Source: an optimization exercise on an open RTL-to-GDS flow (aim: small area and few clock cycles per item). Production flows keep margins and buffers that such runs may drop. In this exercise RTL edits were held to simulation tests only and were not proved equivalent to the original.

==> flow/design.v (excerpt) <==
module fp_mult_pipe #(
    parameter int EXP_W = 8,
    parameter int MAN_W = 23
) (
    input  logic                 clk,
    input  logic                 rst,
    input  logic                 in_valid,
    output logic                 in_ready,
    input  logic [EXP_W+MAN_W:0] a,
    input  logic [EXP_W+MAN_W:0] b,
    input  logic [2:0]           rnd,
    output logic                 out_valid,
    input  logic                 out_ready,
    output logic [EXP_W+MAN_W:0] z,
    output logic [7:0]           status
);
    localparam logic [1:0] RC_NE = 2'd0;     
    localparam logic [1:0] RC_NU = 2'd1;     
    localparam logic [1:0] RC_Z  = 2'd2;     
    localparam logic [1:0] RC_A  = 2'd3;     
    localparam logic [1:0] SP_NONE = 2'd0;
    localparam logic [1:0] SP_ZERO = 2'd1;
    localparam logic [1:0] SP_INF  = 2'd2;
    localparam logic [1:0] SP_NAN  = 2'd3;
    logic v_r;
    logic adv_s;
    assign adv_s     = !v_r || out_ready;
    assign in_ready  = adv_s && !rst;
    assign out_valid = v_r;
    always_ff @(posedge clk) begin
        if (rst) begin
            v_r <= 1'b0;
        end else if (adv_s) begin
            v_r <= in_valid;
        end
    end
    logic [7:0]  ea_s, eb_s;
    logic [22:0] fa_s, fb_s;
    logic        a_zero_s, a_inf_s, a_nan_s;
    logic        b_zero_s, b_inf_s, b_nan_s;
    logic        sign_s;
    logic [1:0]  sp_s, rc_s;
    logic [8:0]  esum_s;
    logic [23:0] ma_s, mb_s;
    logic [25:0] prod_hi_s;      
    logic        low_s;          
    always_comb begin
        ea_s     = a[30:23];
        eb_s     = b[30:23];
        fa_s     = a[22:0];
        fb_s     = b[22:0];
        sign_s   = a[31] ^ b[31];
        a_zero_s = (ea_s == 8'h00);
        b_zero_s = (eb_s == 8'h00);
        a_inf_s  = (ea_s == 8'hFF) && (fa_s == 23'd0);
        b_inf_s  = (eb_s == 8'hFF) && (fb_s == 23'd0);
        a_nan_s  = (ea_s == 8'hFF) && (fa_s != 23'd0);
        b_nan_s  = (eb_s == 8'hFF) && (fb_s != 23'd0);
        if (a_nan_s || b_nan_s || (a_inf_s && b_zero_s) || (a_zero_s && b_inf_s)) begin
            sp_s = SP_NAN;
        end else if (a_inf_s || b_inf_s) begin
            sp_s = SP_INF;
        end else if (a_zero_s || b_zero_s) begin
            sp_s = SP_ZERO;
        end else begin
            sp_s = SP_NONE;
        end
        case (rnd)
            3'd1:    rc_s = RC_Z;
  ...
clock: 7.5 ns
lec_check: 0
abc_area: 1
cap_margin: 20
core_margin: 2
core_utilization: 60
cts_buf_list: sky130_fd_sc_hd__clkbuf_4 sky130_fd_sc_hd__clkbuf_8
slew_margin: 20
standard.sh (not shown) runs the stock make flow with config.mk's settings and CLKGATE_MAP_FILE= SYNTH_SCRIPT=/design/flow/synth_recipe.tcl, a recipe that flattens the netlist after the stock synthesis.
==> flow/flow/run.sh <==
#!/bin/bash
# The standard layout (standard.sh: the standard flow's synthesis and ORFS flow) with three
# changes:
#  - after the standard synthesis, polfix.py picks for each full-adder cell
#    whether to feed it the complements of its inputs (a full adder is
#    self-dual: FA(~a,~b,~c) = (~sum,~cout)) so as to need the fewest
#    inverters, turns a half adder whose two inputs both come complemented
#    into xor2 + nor2 on the uncomplemented inputs, and rewrites the
#    netlist; registers are left untouched;
#  - every input and output port is buffered by a plain buf_1 instead of the
#    default port buffer cell;
#  - the timing-driven global placement's resizer changes are not kept
#    (GPL_KEEP_OVERFLOW=0): repair_timing after CTS fixes what is needed.
# Logs: flow_synth.log, flow_polfix.log, flow_make.log here; each ORFS step
# writes its own log under orfs/logs/.
set -euo pipefail
export BUFFER_PORTS_ARGS="-buffer_cell sky130_fd_sc_hd__buf_1"
export GPL_KEEP_OVERFLOW=0
res=$PWD/orfs/results/${FLOW_PLATFORM}/fp_mult_pipe/base
bash standard.sh "$res/1_2_yosys.v" > flow_synth.log 2>&1
cp "$res/1_2_yosys.v" synth_standard.v
python3 flow/polfix.py synth_standard.v "$res/1_2_yosys.v" > flow_polfix.log 2>&1
bash standard.sh finish > flow_make.log 2>&1
==> flow/flow/polfix.py <==
#!/usr/bin/env python3
"""Remove inverters around full adders by choosing each full adder's polarity.

A full adder is self-dual: FA(~a, ~b, ~c) = (~sum, ~cout). So any full adder
may be fed the complements of its inputs, and then yields the complements of
its outputs. This picks, for each fa cell, whether to do so, to minimise the
number of nets that need an inverted copy, and rewrites the netlist with one
inv_1 per such net. Usage: polfix.py in.v out.v
"""
import re, sys, random, collections

src = open(sys.argv[1]).read()
OUTPINS = {"X", "Y", "Q", "Q_N", "SUM", "COUT", "HI", "LO"}
cell_re = re.compile(r'^(\s*)(sky130_fd_sc_hd__\w+)\s+(\S+)\s*\((.*?)\);\n', re.S | re.M)
pin_re = re.compile(r'\.(\w+)\(([^()]*)\)')

cells = []
for m in cell_re.finditer(src):
    pins = [(p, n.strip()) for p, n in pin_re.findall(m.group(4))]
    cells.append(dict(span=m.span(), type=m.group(2), name=m.group(3), pins=pins))

def is_inv(c): return re.search(r'__(clk)?inv_\d+$', c['type']) is not None
def is_fa(c): return re.search(r'__fa_\d+$', c['type']) is not None
def is_ha(c): return re.search(r'__ha_\d+$', c['type']) is not None

# nets named in assigns or as ports are "special": their value must not change
special = set()
for m in re.finditer(r'^\s*assign\s+(.*?);', src, re.M):
    for tok in re.findall(r'\\\S+|[A-Za-z_][\w$]*(?:\[\d+\])?', m.group(1)):
        special.add(tok)
ports = set()
for m in re.finditer(r'^\s*(input|output)\s+(?:\[(\d+):(\d+)\]\s+)?(\S+);', src, re.M):
    name = m.group(4)
    if m.group(2):
        for i in range(int(m.group(3)), int(m.group(2)) + 1):
            ports.add(f"{name}[{i}]")
    ports.add(name)
special |= ports

driver = {}
for ci, c in enumerate(cells):
    for p, n in c['pins']:
        if p in OUTPINS:
            driver[n] = (ci, p)

removable = set()
for ci, c in enumerate(cells):
    if is_inv(c):
        y = dict(c['pins'])['Y']
        if y not in special:
            removable.add(ci)

def root(n):
    par = 0
    seen = 0
    while n in driver and driver[n][0] in removable:
        ci = driver[n][0]
        n = dict(cells[ci]['pins'])['A']
        par ^= 1
        seen += 1
        if seen > 100: raise SystemExit("loop")
    return n, par

fas = [ci for ci, c in enumerate(cells) if is_fa(c)]
fixed = set()
for ci in fas:
    for p, n in cells[ci]['pins']:
        if p in OUTPINS and n in special:
            fixed.add(ci)

# consumers: (cell index, pin, root, parity)
cons = []
for ci, c in enumerate(cells):
    if ci in removable: continue
    for p, n in c['pins']:
        if p in OUTPINS: continue
        r, par = root(n)
        cons.append((ci, p, r, par))
byroot = collections.defaultdict(list)
for k, (ci, p, r, par) in enumerate(cons):
    byroot[r].append(k)
pi = collections.defaultdict(int)

def rdrv(r):
    d = driver.get(r)
    return d[0] if d else None

hapins = {}   # ha cell -> {pin: consumer index}
for k, (ci, p, r, par) in enumerate(cons):
    if is_ha(cells[ci]):
        hapins.setdefault(ci, {})[p] = k

def q(k):
    ci, p, r, par = cons[k]
    d = rdrv(r)
    pd = pi[d] if d is not None else 0
    return par ^ pd ^ pi[ci]

def ha_split(ci):
    """An HA whose two inputs both want complements becomes xor2 + nor2 on
    the uncomplemented inputs: ~a ^ ~b = a ^ b and ~a & ~b = ~(a | b)."""
    ks = hapins.get(ci)
    return ks is not None and len(ks) == 2 and all(q(k) for k in ks.values())

def need_inv(r):
    for k in byroot[r]:
        if q(k) and not ha_split(cons[k][0]):
            return 1
    return 0

touch = collections.defaultdict(set)
for ci in fas:
    for p, n in cells[ci]['pins']:
        if p in OUTPINS:
            touch[ci].add(n)
        else:
            touch[ci].add(root(n)[0])

partners = collections.defaultdict(set)
for ci, ks in hapins.items():
    rs = [cons[k][2] for k in ks.values()]
    for r in rs:
        partners[r] |= set(rs)
for ci in fas:
    extra = set()
    for r in touch[ci]:
        extra |= partners[r]
    touch[ci] |= extra
before = sum(need_inv(r) for r in byroot)
random.seed(1)
order = [ci for ci in fas if ci not in fixed]
improved = True
while improved:
    improved = False
    random.shuffle(order)
    for ci in order:
        rs = touch[ci]
        old = sum(need_inv(r) for r in rs)
        pi[ci] ^= 1
        new = sum(need_inv(r) for r in rs)
        if new < old:
            improved = True
        elif new > old:
            pi[ci] ^= 1
        # ties: keep flipped state randomly to escape plateaus
        elif random.random() < 0.5:
            pi[ci] ^= 1
after = sum(need_inv(r) for r in byroot)
print(f"polfix: {sum(1 for ci in hapins if ha_split(ci))} half adders split, {len(removable)} inverters removed, {after} added "
      f"({before} before optimising), {sum(pi[c] for c in fas)} of {len(fas)} adders flipped",
      file=sys.stderr)

# rewrite
def esc(n): return n + " " if n.startswith("\\") else n
newpins = {}
invs = []
invname = {}
for r in byroot:
    d = rdrv(r)
    pd = pi[d] if d is not None else 0
    for k in byroot[r]:
        ci, p, _, par = cons[k]
        if (par ^ pd ^ pi[ci]) and not ha_split(ci):
            if r not in invname:
                nm = f"polinv_{len(invname)}_n"
                invname[r] = nm
                invs.append((r, nm))
            newpins[(ci, p)] = invname[r]
        else:
            newpins[(ci, p)] = r

out = []
pos = 0
for ci, c in enumerate(cells):
    a, b = c['span']
    out.append(src[pos:a])
    pos = b
    if ci in removable:
        continue
    text = src[a:b]
    if is_ha(c) and ha_split(ci):
        pins = dict(c['pins'])
        ia, ib = esc(newpins[(ci, 'A')]), esc(newpins[(ci, 'B')])
        out.append(f"  sky130_fd_sc_hd__xor2_1 {c['name']}_x (\n    .A({ia}),\n    .B({ib}),\n    .X({esc(pins['SUM'])})\n  );\n")
        out.append(f"  sky130_fd_sc_hd__nor2_1 {c['name']}_c (\n    .A({ia}),\n    .B({ib}),\n    .Y({esc(pins['COUT'])})\n  );\n")
        continue
    body = ",\n".join(f"    .{p}({esc(newpins.get((ci, p), n) if p not in OUTPINS else n)})" for p, n in c['pins'])
    out.append(f"  {c['type']} {c['name']} (\n{body}\n  );\n")
tail = src[pos:]
decl = "".join(f"  wire {nm};\n" for r, nm in invs)
cellt = "".join(f"  sky130_fd_sc_hd__inv_1 {nm}_inv (\n    .A({r + ' ' if r.startswith(chr(92)) else r}),\n    .Y({nm})\n  );\n" for r, nm in invs)
tail = tail.replace("endmodule", cellt + "endmodule", 1)
text = "".join(out) + tail
first = cells[0]['span'][0]
text = text[:first] + decl + text[first:]
open(sys.argv[2], "w").write(text)
Testbench counts at the start, summed over its fixed seeds: cycles 12,008, items 12,000.
Edit:
--- a/flow/flow/run.sh
+++ b/flow/flow/run.sh
@@ -5,5 +5,5 @@
 #    whether to feed it the complements of its inputs (a full adder is
 #    self-dual: FA(~a,~b,~c) = (~sum,~cout)) so as to need the fewest
-#    inverters, turns a half adder whose two inputs both come complemented
+#    inverters (and likewise swaps xor2 and xnor2 gates), turns a half adder whose two inputs both come complemented
 #    into xor2 + nor2 on the uncomplemented inputs, and rewrites the
 #    netlist; registers are left untouched;
--- a/flow/flow/polfix.py
+++ b/flow/flow/polfix.py
@@ -22,4 +22,5 @@
 def is_inv(c): return re.search(r'__(clk)?inv_\d+$', c['type']) is not None
 def is_fa(c): return re.search(r'__fa_\d+$', c['type']) is not None
+def is_xor(c): return re.search(r'__x(n)?or2_\d+$', c['type']) is not None
 def is_ha(c): return re.search(r'__ha_\d+$', c['type']) is not None
 
@@ -63,6 +64,8 @@
 
 fas = [ci for ci, c in enumerate(cells) if is_fa(c)]
+faset = set(fas)
+xors = [ci for ci, c in enumerate(cells) if is_xor(c)]
 fixed = set()
-for ci in fas:
+for ci in fas + xors:
     for p, n in cells[ci]['pins']:
         if p in OUTPINS and n in special:
@@ -95,5 +98,5 @@
     d = rdrv(r)
     pd = pi[d] if d is not None else 0
-    return par ^ pd ^ pi[ci]
+    return par ^ pd ^ (pi[ci] if ci in faset else 0)
 
 def ha_split(ci):
@@ -116,4 +119,8 @@
         else:
             touch[ci].add(root(n)[0])
+for ci in xors:
+    for p, n in cells[ci]['pins']:
+        if p in OUTPINS:
+            touch[ci].add(n)
 
 partners = collections.defaultdict(set)
@@ -122,5 +129,5 @@
     for r in rs:
         partners[r] |= set(rs)
-for ci in fas:
+for ci in fas + xors:
     extra = set()
     for r in touch[ci]:
@@ -129,5 +136,5 @@
 before = sum(need_inv(r) for r in byroot)
 random.seed(1)
-order = [ci for ci in fas if ci not in fixed]
+order = [ci for ci in fas + xors if ci not in fixed]
 improved = True
 while improved:
@@ -148,5 +155,5 @@
 after = sum(need_inv(r) for r in byroot)
 print(f"polfix: {sum(1 for ci in hapins if ha_split(ci))} half adders split, {len(removable)} inverters removed, {after} added "
-      f"({before} before optimising), {sum(pi[c] for c in fas)} of {len(fas)} adders flipped",
+      f"({before} before optimising), {sum(pi[c] for c in fas)} of {len(fas)} adders and {sum(pi[c] for c in xors)} of {len(xors)} xor gates flipped",
       file=sys.stderr)
 
@@ -161,5 +168,5 @@
     for k in byroot[r]:
         ci, p, _, par = cons[k]
-        if (par ^ pd ^ pi[ci]) and not ha_split(ci):
+        if q(k) and not ha_split(ci):
             if r not in invname:
                 nm = f"polinv_{len(invname)}_n"
@@ -185,4 +192,13 @@
         out.append(f"  sky130_fd_sc_hd__nor2_1 {c['name']}_c (\n    .A({ia}),\n    .B({ib}),\n    .Y({esc(pins['COUT'])})\n  );\n")
         continue
+    if ci in xors and pi[ci]:
+        typ = c['type']
+        if '__xor2_' in typ:
+            typ = typ.replace('__xor2_', '__xnor2_'); outp = ('X', 'Y')
+        else:
+            typ = typ.replace('__xnor2_', '__xor2_'); outp = ('Y', 'X')
+        c = dict(c, type=typ, pins=[(outp[1] if p == outp[0] else p, n) for p, n in c['pins']])
+        for p in ('A', 'B'):
+            pass
     body = ",\n".join(f"    .{p}({esc(newpins.get((ci, p), n) if p not in OUTPINS else n)})" for p, n in c['pins'])
     out.append(f"  {c['type']} {c['name']} (\n{body}\n  );\n")
Outcome:
- non-clock buffer count goes down by 22
- area after synthesis went down by 0.54%
- hold slack gets worse by 0.0086 ns
- utilization shrinks by 1.2 points

[what the ideal ports hide]
In the flow no input, the clock included, has a driving cell. The finished layouts below were timed again as built, in two steps.
Step 1 sets driving cells, clkbuf_16 on the clock port and buf_2 on the other inputs (assumed; they add their load-dependent delay and slew).
Step 2 adds t to the input delays and takes it off the output delays; t is the mean of the earliest and latest rising clock arrival at the registers after step 1. Input paths then give back, and output paths get back, about the clock's delay inside the block.
Three values: no drivers, after step 1, after step 2; two values: the first two.
run	t, ns	setup WS [ns]	latest minus earliest clock arrival (ns)	pins driven straight from the clock port
the first run	0.342	0.158 / 0.172 / -0.170	0.008 / 0.008	1
the second run	0.343	0.181 / 0.198 / -0.144	0.013 / 0.013	1
With both steps, setup timing fails in the first run and the second run, where it was met with ideal ports. The setup slack of the first run, which loses most, moves by +0.014 ns with the drivers and by -0.328 ns with both steps.
